Source: an optimization exercise on an open RTL-to-GDS flow (aim: small area and a short achievable clock period). Production flows keep margins and buffers that such runs may drop. In this exercise RTL edits were held to simulation tests only and were not proved equivalent to the original. No activity file was given, so power comes from the tool's default toggle rates.

File: run.sh
#!/bin/bash
# synth_recipe.tcl (not shown) runs the flow's synth.tcl, then flattens the netlist and writes it again
# the make line also repeats each setting of config.mk as NAME=value (left out here)
make -C /OpenROAD-flow-scripts/flow DESIGN_CONFIG=/design/flow/config.mk WORK_HOME=/design/flow/orfs CLKGATE_MAP_FILE= SYNTH_SCRIPT=/design/flow/synth_recipe.tcl finish
File: config.mk
export PLATFORM = sky130hd
export DESIGN_NAME = button_press_classifier_queue_unit
export DESIGN_NICKNAME = button_press_classifier_queue_unit
export VERILOG_FILES = /design/flow/design.v
export SDC_FILE = /design/flow/constraint.sdc
export NUM_CORES = 4
export LEC_CHECK = 0
export CAP_MARGIN = 20
export CORE_MARGIN = 2
export CORE_UTILIZATION = 40
export SLEW_MARGIN = 20
File: constraint.sdc
create_clock -name core_clock -period 10.5 [get_ports {clock}]
set_input_delay 2.1000 -clock core_clock [delete_from_list [all_inputs] [get_ports {clock}]]
set_output_delay 2.1000 -clock core_clock [all_outputs]
set_load 0.01 [all_outputs]
File: design.v
`timescale 1ns / 1ps
package bpcq_pkg;
   localparam int unsigned LEVEL_W  = 8;
   localparam int unsigned TIME_W   = 32;
   localparam int unsigned COUNT_W  = 16;
   localparam int unsigned CSR_IDX_W = 2;
   localparam int unsigned NUM_BUTTONS_DEF = 8;
   localparam int unsigned QUEUE_DEPTH_DEF = 16;
   localparam logic OP_SCAN = 1'b0;
   localparam logic OP_POP  = 1'b1;
   localparam logic [CSR_IDX_W-1:0] CSR_SHORT_TICKS   = 2'd0;
   localparam logic [CSR_IDX_W-1:0] CSR_LONG_TICKS    = 2'd1;
   localparam logic [CSR_IDX_W-1:0] CSR_BEEP_TICKS    = 2'd2;
   localparam logic [CSR_IDX_W-1:0] CSR_GATHER_WINDOW = 2'd3;
   localparam logic [COUNT_W-1:0] SHORT_TICKS_RST   = 16'd5;
   localparam logic [COUNT_W-1:0] LONG_TICKS_RST    = 16'd100;
   localparam logic [COUNT_W-1:0] BEEP_TICKS_RST    = 16'd10;
   localparam logic [COUNT_W-1:0] GATHER_WINDOW_RST = 16'd100;
   typedef struct packed {
      logic               op;
      logic [LEVEL_W-1:0] buttons_high;
      logic [TIME_W-1:0]  now_ms;
   } req_type;
   typedef struct packed {
      logic               beep_start;
      logic               beep_stop;
      logic               event_queued;
      logic               event_dropped;
      logic               pop_valid;
      logic [LEVEL_W-1:0] pop_mask;
      logic               pop_long;
   } rsp_type;
   typedef struct packed {
      logic [COUNT_W-1:0] short_ticks;
      logic [COUNT_W-1:0] long_ticks;
      logic [COUNT_W-1:0] beep_ticks;
      logic [COUNT_W-1:0] gather_window_ms;
   } cfg_type;
   typedef struct packed {
      logic               long_flag;
      logic [LEVEL_W-1:0] mask;
   } entry_type;
   typedef struct packed {
      logic      valid;
      entry_type entry;
   } push_type;
   typedef struct packed {
      logic empty;
      logic full;
   } qstat_type;
   typedef struct packed {
      logic beep_start;
      logic beep_stop;
      logic event_queued;
      logic event_dropped;
   } scan_flags_type;
endpackage
`timescale 1ns / 1ps
module bpcq_scan
#(
   parameter int unsigned NUM_BUTTONS = bpcq_pkg::NUM_BUTTONS_DEF
) (
   input  logic               clock,
   input  logic               reset,
   input  logic               scan_en,
   input  logic [bpcq_pkg::LEVEL_W-1:0] buttons_high,
   input  logic [bpcq_pkg::TIME_W-1:0]  now_ms,
   input  bpcq_pkg::cfg_type            cfg,
   input  bpcq_pkg::qstat_type          q_stat,
   output bpcq_pkg::push_type           push,
   output bpcq_pkg::scan_flags_type     flags
);
   localparam int unsigned LANES = (NUM_BUTTONS < bpcq_pkg::LEVEL_W) ? NUM_BUTTONS : bpcq_pkg::LEVEL_W;
   localparam logic [bpcq_pkg::COUNT_W-1:0] COUNT_MAX = '1;
   logic [bpcq_pkg::COUNT_W-1:0] hold_ff [LANES];
   logic [bpcq_pkg::COUNT_W-1:0] hold_in [LANES];
   logic [LANES-1:0]   lane_mask;
   logic [LANES-1:0]   lane_long;
   logic [LANES-1:0]   lane_rose;
   logic [bpcq_pkg::COUNT_W-1:0] beep_ff, beep_in, beep_dec;
   logic [bpcq_pkg::LEVEL_W-1:0] pend_mask_ff, pend_mask_in, mask_merged, new_mask;
   logic               pend_long_ff, pend_long_in, long_merged;
   logic [bpcq_pkg::TIME_W-1:0]  last_ff, last_in, last_merged, quiet_ms;
   logic               fire, start;
   for (genvar i = 0; i < LANES; i++) begin : g_lane
      always_comb begin
         lane_mask[i] = 1'b0;
         lane_long[i] = 1'b0;
         lane_rose[i] = 1'b0;
         hold_in[i]   = hold_ff[i];
         if (buttons_high[i]) begin
            lane_mask[i] = (hold_ff[i] >= cfg.short_ticks) ||
                           (hold_ff[i] >= cfg.long_ticks);
            lane_long[i] = (hold_ff[i] >= cfg.long_ticks);
            hold_in[i]   = '0;
         end else if (hold_ff[i] != COUNT_MAX) begin
            hold_in[i]   = hold_ff[i] + 1'b1;
            lane_rose[i] = ((hold_ff[i] + 1'b1) == cfg.short_ticks);
         end
      end
   end
   always_comb begin
      beep_dec = (beep_ff != '0) ? beep_ff - 1'b1 : '0;
      start    = (beep_dec == '0) && (|lane_rose);
      beep_in  = start ? cfg.beep_ticks : beep_dec;
   end
   always_comb begin
      new_mask     = bpcq_pkg::LEVEL_W'(lane_mask);
      mask_merged  = pend_mask_ff | new_mask;
      long_merged  = pend_long_ff | (|lane_long);
      last_merged  = (new_mask != '0) ? now_ms : last_ff;
      quiet_ms     = now_ms - last_merged;
      fire         = (mask_merged != '0) &&
                     (quiet_ms >= bpcq_pkg::TIME_W'(cfg.gather_window_ms));
      pend_mask_in = fire ? '0 : mask_merged;
      pend_long_in = fire ? 1'b0 : long_merged;
      last_in      = last_merged;
   end
   always_comb begin
      push.valid           = scan_en && fire && !q_stat.full;
      push.entry.mask      = mask_merged;
      push.entry.long_flag = long_merged;
      flags.beep_start     = start;
      flags.beep_stop      = (beep_ff == bpcq_pkg::COUNT_W'(1));
      flags.event_queued   = fire && !q_stat.full;
      flags.event_dropped  = fire && q_stat.full;
   end
   always_ff @(posedge clock) begin
      if (reset) begin
         for (int i = 0; i < LANES; i++) begin
            hold_ff[i] <= '0;
         end
         beep_ff      <= '0;
         pend_mask_ff <= '0;
         pend_long_ff <= 1'b0;
         last_ff      <= '0;
      end else if (scan_en) begin
         for (int i = 0; i < LANES; i++) begin
            hold_ff[i] <= hold_in[i];
         end
         beep_ff      <= beep_in;
         pend_mask_ff <= pend_mask_in;
         pend_long_ff <= pend_long_in;
         last_ff      <= last_in;
      end
   end
endmodule
`timescale 1ns / 1ps
module bpcq_queue
#(
   parameter int unsigned QUEUE_DEPTH = bpcq_pkg::QUEUE_DEPTH_DEF
) (
   input  logic      clock,
   input  logic      reset,
   input  bpcq_pkg::push_type  push,
   input  logic      pop_en,
   output bpcq_pkg::qstat_type q_stat,
   output bpcq_pkg::entry_type rd_entry
);
   localparam int unsigned PTR_W = (QUEUE_DEPTH > 1) ? $clog2(QUEUE_DEPTH) : 1;
   localparam logic [PTR_W-1:0] PTR_LAST = PTR_W'(QUEUE_DEPTH - 1);
   logic [bpcq_pkg::LEVEL_W:0] mem [0:QUEUE_DEPTH-1];
   bpcq_pkg::entry_type        rd_entry_ff;
   logic [PTR_W-1:0] head_ff, head_in, tail_ff, tail_in, head_next, tail_next;
   logic             pop_ok;
   always_comb begin
      head_next    = (head_ff == PTR_LAST) ? '0 : head_ff + 1'b1;
      tail_next    = (tail_ff == PTR_LAST) ? '0 : tail_ff + 1'b1;
      q_stat.empty = (head_ff == tail_ff);
      q_stat.full  = (head_next == tail_ff);
      pop_ok       = pop_en && !q_stat.empty;
      head_in      = push.valid ? head_next : head_ff;
      tail_in      = pop_ok ? tail_next : tail_ff;
   end
   always_ff @(posedge clock) begin
      if (reset) begin
         head_ff <= '0;
         tail_ff <= '0;
      end else begin
         head_ff <= head_in;
         tail_ff <= tail_in;
      end
   end
   always_ff @(posedge clock) begin
      if (push.valid) begin
         mem[head_ff] <= push.entry;
      end
      if (pop_en) begin
         rd_entry_ff <= mem[tail_ff];
      end
   end
   assign rd_entry = rd_entry_ff;
endmodule
`timescale 1ns / 1ps
module button_press_classifier_queue_unit
#(
   parameter int unsigned NUM_BUTTONS = bpcq_pkg::NUM_BUTTONS_DEF,
   parameter int unsigned QUEUE_DEPTH = bpcq_pkg::QUEUE_DEPTH_DEF
) (
   input  logic        clock,
   input  logic        reset,
   input  logic        req_valid,
   output logic        req_stall,
   input  logic [40:0] req_payload_bits,
   output logic        rsp_valid,
   input  logic        rsp_stall,
   output logic [13:0] rsp_payload_bits,
   input  logic        csr_valid,
   output logic        csr_ready,
   input  logic [1:0]  csr_index,
   input  logic [15:0] csr_wdata
);
   bpcq_pkg::req_type        req_payload;
   bpcq_pkg::rsp_type        rsp_payload;
   assign req_payload      = req_payload_bits;
   assign rsp_payload_bits = rsp_payload;
   bpcq_pkg::cfg_type        cfg_ff;
   bpcq_pkg::push_type       push;
   bpcq_pkg::qstat_type      q_stat;
   bpcq_pkg::scan_flags_type flags, flags_ff;
   bpcq_pkg::entry_type      rd_entry;
   logic           req_fire, scan_en, pop_en;
   logic           rsp_valid_ff, rsp_valid_in, pop_valid_ff;
   assign req_stall = rsp_valid_ff && rsp_stall;
   assign req_fire  = req_valid && !req_stall;
   assign scan_en   = req_fire && (req_payload.op == bpcq_pkg::OP_SCAN);
   assign pop_en    = req_fire && (req_payload.op == bpcq_pkg::OP_POP);
   assign csr_ready = 1'b1;
   always_ff @(posedge clock) begin
      if (reset) begin
         cfg_ff.short_ticks      <= bpcq_pkg::SHORT_TICKS_RST;
         cfg_ff.long_ticks       <= bpcq_pkg::LONG_TICKS_RST;
         cfg_ff.beep_ticks       <= bpcq_pkg::BEEP_TICKS_RST;
         cfg_ff.gather_window_ms <= bpcq_pkg::GATHER_WINDOW_RST;
      end else if (csr_valid && csr_ready) begin
         case (csr_index)
            bpcq_pkg::CSR_SHORT_TICKS:   cfg_ff.short_ticks      <= csr_wdata;
            bpcq_pkg::CSR_LONG_TICKS:    cfg_ff.long_ticks       <= csr_wdata;
            bpcq_pkg::CSR_BEEP_TICKS:    cfg_ff.beep_ticks       <= csr_wdata;
            bpcq_pkg::CSR_GATHER_WINDOW: cfg_ff.gather_window_ms <= csr_wdata;
            default:           cfg_ff                  <= cfg_ff;
         endcase
      end
   end
   bpcq_scan #(
      .NUM_BUTTONS (NUM_BUTTONS)
   ) u_scan (
      .clock        (clock),
      .reset        (reset),
      .scan_en      (scan_en),
      .buttons_high (req_payload.buttons_high),
      .now_ms       (req_payload.now_ms),
      .cfg          (cfg_ff),
      .q_stat       (q_stat),
      .push         (push),
      .flags        (flags)
   );
   bpcq_queue #(
      .QUEUE_DEPTH (QUEUE_DEPTH)
   ) u_queue (
      .clock    (clock),
      .reset    (reset),
      .push     (push),
      .pop_en   (pop_en),
      .q_stat   (q_stat),
      .rd_entry (rd_entry)
   );
   always_comb begin
      rsp_valid_in = rsp_valid_ff;
      if (req_fire) begin
         rsp_valid_in = 1'b1;
      end else if (rsp_valid_ff && !rsp_stall) begin
         rsp_valid_in = 1'b0;
      end
   end
   always_ff @(posedge clock) begin
      if (reset) begin
         rsp_valid_ff <= 1'b0;
      end else begin
         rsp_valid_ff <= rsp_valid_in;
      end
   end
   always_ff @(posedge clock) begin
      if (req_fire) begin
         flags_ff     <= scan_en ? flags : '0;
         pop_valid_ff <= pop_en && !q_stat.empty;
      end
   end
   always_comb begin
      rsp_payload.beep_start    = flags_ff.beep_start;
      rsp_payload.beep_stop     = flags_ff.beep_stop;
      rsp_payload.event_queued  = flags_ff.event_queued;
      rsp_payload.event_dropped = flags_ff.event_dropped;
      rsp_payload.pop_valid     = pop_valid_ff;
      rsp_payload.pop_mask      = pop_valid_ff ? rd_entry.mask : '0;
      rsp_payload.pop_long      = pop_valid_ff ? rd_entry.long_flag : 1'b0;
   end
   assign rsp_valid = rsp_valid_ff;
endmodule
==> notes.md <==
## metrics by stage
| step | cell area, sq um | worst slack [ns] | hold slack, ns | power [mW] | utilization (%) |
|---|---|---|---|---|---|
| floorplan | 29100 | 1.48 | 0.436 | 2.19 | - |
| global placement | 30900 | 0.470 | 0.443 | 2.39 | 43.1 |
| detailed placement | 30900 | 0.426 | 0.448 | 2.40 | 43.1 |
| CTS | 32500 | 1.05 | 0.456 | 4.16 | 45.4 |
| global route | 32500 | 0.471 | 0.470 | 4.29 | 45.4 |
| finish | 32500 | 0.935 | 0.455 | 4.13 | 45.4 |
## how the worst min path moves through the flow
stage	startpoint	endpoint	slack, ns
floorplan	cfg_ff[28]$_SDFFE_PP0P_	cfg_ff[28]$_SDFFE_PP0P_	0.44
global placement	cfg_ff[35]$_SDFFE_PP0P_	cfg_ff[35]$_SDFFE_PP0P_	0.44
detailed placement	cfg_ff[1]$_SDFFE_PP0P_	cfg_ff[1]$_SDFFE_PP0P_	0.45
CTS	cfg_ff[1]$_SDFFE_PP0P_	cfg_ff[1]$_SDFFE_PP0P_	0.46
global route	cfg_ff[16]$_SDFFE_PP0P_	cfg_ff[16]$_SDFFE_PP0P_	0.47
finish	cfg_ff[40]$_SDFFE_PP0P_	cfg_ff[40]$_SDFFE_PP0P_	0.45
## worst max-delay path, delay by kind of cell
kind	cells	cell delay, ns
buf+inv	3	1.29
simple gates	10	2.80
fa+ha+maj	2	0.46
compound gates	11	2.76
xor+xnor	1	0.19
mux	1	0.28
## cell type report
cell class | instances | area, sq um
clock buffers | 70 | 1350
clock inverters | 19 | 300
fillers | 6943 | 39200
inverters | 98 | 368
multi-input cells | 2605 | 18300
flip-flops and latches | 416 | 9910
well taps | 950 | 1190
repair buffers | 128 | 1160
## power breakdown
part	switching [mW]	internal [mW]
clock network	0.732	1.03
logic	0.406	0.251
registers	0.0231	1.69
total	1.16	2.97
## layer usage
layer | vias up | wire length, um | global-route usage (%) | share of wire [%]
li1 | 12100 | - | - | -
met1 | 12000 | 41300 | 34.0 | 45
met2 | 849 | 40900 | 37.6 | 45
met3 | 144 | 6340 | 3.20 | 6.9
met4 | 0 | 3040 | 7.79 | 3.3
met5 | - | 0 | 0 | 0
## sequential cells by signal, indices dropped and copies added, names as in the netlist
name	cells
rsp_valid_ff	1
pop_valid_ff	1
u_scan.hold_ff	128
u_queue.mem	144
u_scan.pend_long_ff	1
cfg_ff	64
u_queue.tail_ff	4
u_scan.beep_ff	16
u_scan.last_ff	32
u_queue.head_ff	4
flags_ff	4
u_queue.rd_entry_ff	9
u_scan.pend_mask_ff	8
## synth_stat cells, types with 6 or more instances
library cell    n  share of area, %
a211o_1        14              0.42
nor3_1         66               1.1
nand2b_1       44              0.95
and4_1         12              0.36
a211oi_1       53               1.4
and3_1         50               1.1
a31oi_1        40              0.86
a21o_1         54               1.4
and2_1         28              0.60
nor2_1        277               3.6
or2_2           9              0.19
o22ai_1         6              0.13
nor2b_1        29              0.62
dfxtp_1       258                18
nand3b_1       63               1.6
o41ai_1         8              0.24
nand2_1       285               3.7
o21ai_1         9              0.15
a22oi_1        12              0.31
nor3b_1        13              0.34
o211ai_1       15              0.39
or4_1          10              0.26
a221oi_1       11              0.33
clkbuf_1      139               1.8
o21a_1         14              0.36
xnor2_1       138               4.2
edfxtp_1      158                16
inv_1          98               1.3
o21ai_0       190               3.3
o31ai_1         9              0.23
nand3_1        94               1.6
buf_1          13              0.17
ha_1          315                14
mux4_2         45               3.5
mux2i_1        45               1.5
a21oi_1       326               5.6
nand4_1        54               1.2
nor4_2          6              0.26
xor2_1         84               2.5
or3_1          51               1.1
nor4_1         42              0.90
or3b_2         10              0.30
## kinds of logic after synthesis
| kind of cell | after synthesis | synth area share [%] |
|---|---|---|
| muxes | 93 | 5.15 |
| AOI/OAI and AO/OA | 816 | 16.9 |
| other | 1 | 0.0129 |
| buffers and inverters | 256 | 3.36 |
| adders and majority gates | 316 | 13.6 |
| xor gates and xnor gates | 222 | 6.68 |
| and+or+nand+nor | 1157 | 20.3 |
| DFF | 416 | 34.1 |
==> flow_summary.json <==
{
  "cap_violations": 0,
  "htree_levels": 2,
  "slew_viol_final": 0,
  "fmax_ghz": 0.105,
  "avgSynthCellArea_sq_um": 8.88,
  "cts_tree": "built",
  "netlist_instances": 3277,
  "antenna_found_initial": 0,
  "gp_routability_congestion": 0.916,
  "synth-edff-count": 158,
  "clock_skew_ns": 0.0244,
  "grt-ovfl-total": 0,
  "areaGrowthSynthToFinish_pct": 11.9,
  "cts.repair.resized": 0,
  "clk_latency_ns": 0.63,
  "synthFlopType": "dfxtp_1",
  "ir_drop_mv": 0.130,
  "fin_nets": 3677,
  "reg2reg_from": "cfg_ff[53]$_SDFFE_PP0P_",
  "crit_path_frequent_cell": "a21o_1",
  "cts_inserted_buffers": 48,
  "ios": 81,
  "vias": 25100,
  "row_count": 98,
  "dp_cells": 4197,
  "grt_max_degree": 122,
  "r2r_cells": 30,
  "vias_per_cell": 5.85,
  "synthArstFlopShare_pct": 0,
  "worstReg2RegEnd": "u_queue.mem[2][6]$_DFFE_PP_",
  "drive_gt1_share_pct": 6.50,
  "p_per_area_nw_per_um2": 127,
  "drc": 0,
  "grt_use_total_pct": 24.0,
  "setup_viol": 0,
  "cp_max_fo": 26,
  "layout_common_cells": "326 x a21oi_1, 315 x ha_1, 285 x nand2_1",
  "cts.path.max_buffers": 3,
  "clk_pin_slew_worst_paths_ns": 0.06,
  "outcome": "finished clean",
  "core-area_sq_um": 71700,
  "firstDrtPassIters": 9,
  "cts.sink_count": 416,
  "slew_headroom_pct": 30.6,
  "initial_core_util_pct": 40.6,
  "syn_area_sq_um": 29100,
  "worstPathRequired_ns": 10.82,
  "stdcell_count": 4286,
  "ys_ff_latch": 416,
  "hold_path_depth": 2,
  "grt_pass1_vias": 22900,
  "synth_cell_types": 84,
  "layout_commonest_cell": "a21oi_1",
  "hold_violations": 0,
  "antenna_cells": 0,
  "ctsHoldBuffers": 0,
  "rsz0062_at_grt": "false",
  "cts_root_buffer": "clkbuf_16",
  "cp.arrival_ns": 9.89,
  "route.antenna.remaining_nets": 0,
  "yosysSeqAreaShare_pct": 34.1,
  "cp_slowest_cell": "o21ai_0",
  "critPathLaunchType": "primary input",
  "die-area_sq_um": 74900,
  "grt_pass1_wl_um": 139000,
  "p_leak_nw": 12.5,
  "critical-path-max-stage-delay_ns": 0.71,
  "crit_end": "u_queue.mem[2][6]$_DFFE_PP_",
  "dp_hpwl_um": 63100,
  "post_cts_buffers": 0,
  "portBuffers": 79,
  "hp-class": "flop to flop",
  "finalWirelength_um": 91500,
  "tightestPinTransition_ns": 1.04,
  "yosysWarningCount": 5,
  "synth_nets": 3657,
  "drt-initial-drc-count": 2325,
  "period_needed_ns": 9.57,
  "die_w_um": 274,
  "cp-end-kind": "flop",
  "die-height_um": 274,
  "critical_path_class": "primary input to flop",
  "wire_per_inst_um": 21.4,
  "final.setup.tns_ns": 0,
  "startpoint": "req_payload_bits[38]",
  "finalCritPeriodShare_pct": 91.1,
  "rrSetupSlack_ns": 1.36
}

-- separate check: timing with driven ports --
The results above use ideal ports. As a check the final layout listed here was re-extracted and re-timed, cells and wires unchanged.
Step 1 assumes that a clkbuf_16 drives the clock port and a buf_2 every other input.
Step 2 times the ports against the registers' clock, not the clock port: input delays grow and output delays shrink by t, the midpoint of the rising clock arrivals with the driver on.
Three values: ideal, step 1, step 2; two values: the first two.
t, ns: 0.677
setup slack, ns: 0.935 / 0.957 / 0.279
hold slack, ns: 0.455 / 0.455 / 0.455
slew at the worst register clock pin (ns): 0.07 / 0.07
worst slew at a driven data input, ns: 0.11
After both steps this run still meets setup and hold. For this run, drivers alone change the setup slack by +0.022 ns; drivers and shift together by -0.656 ns.
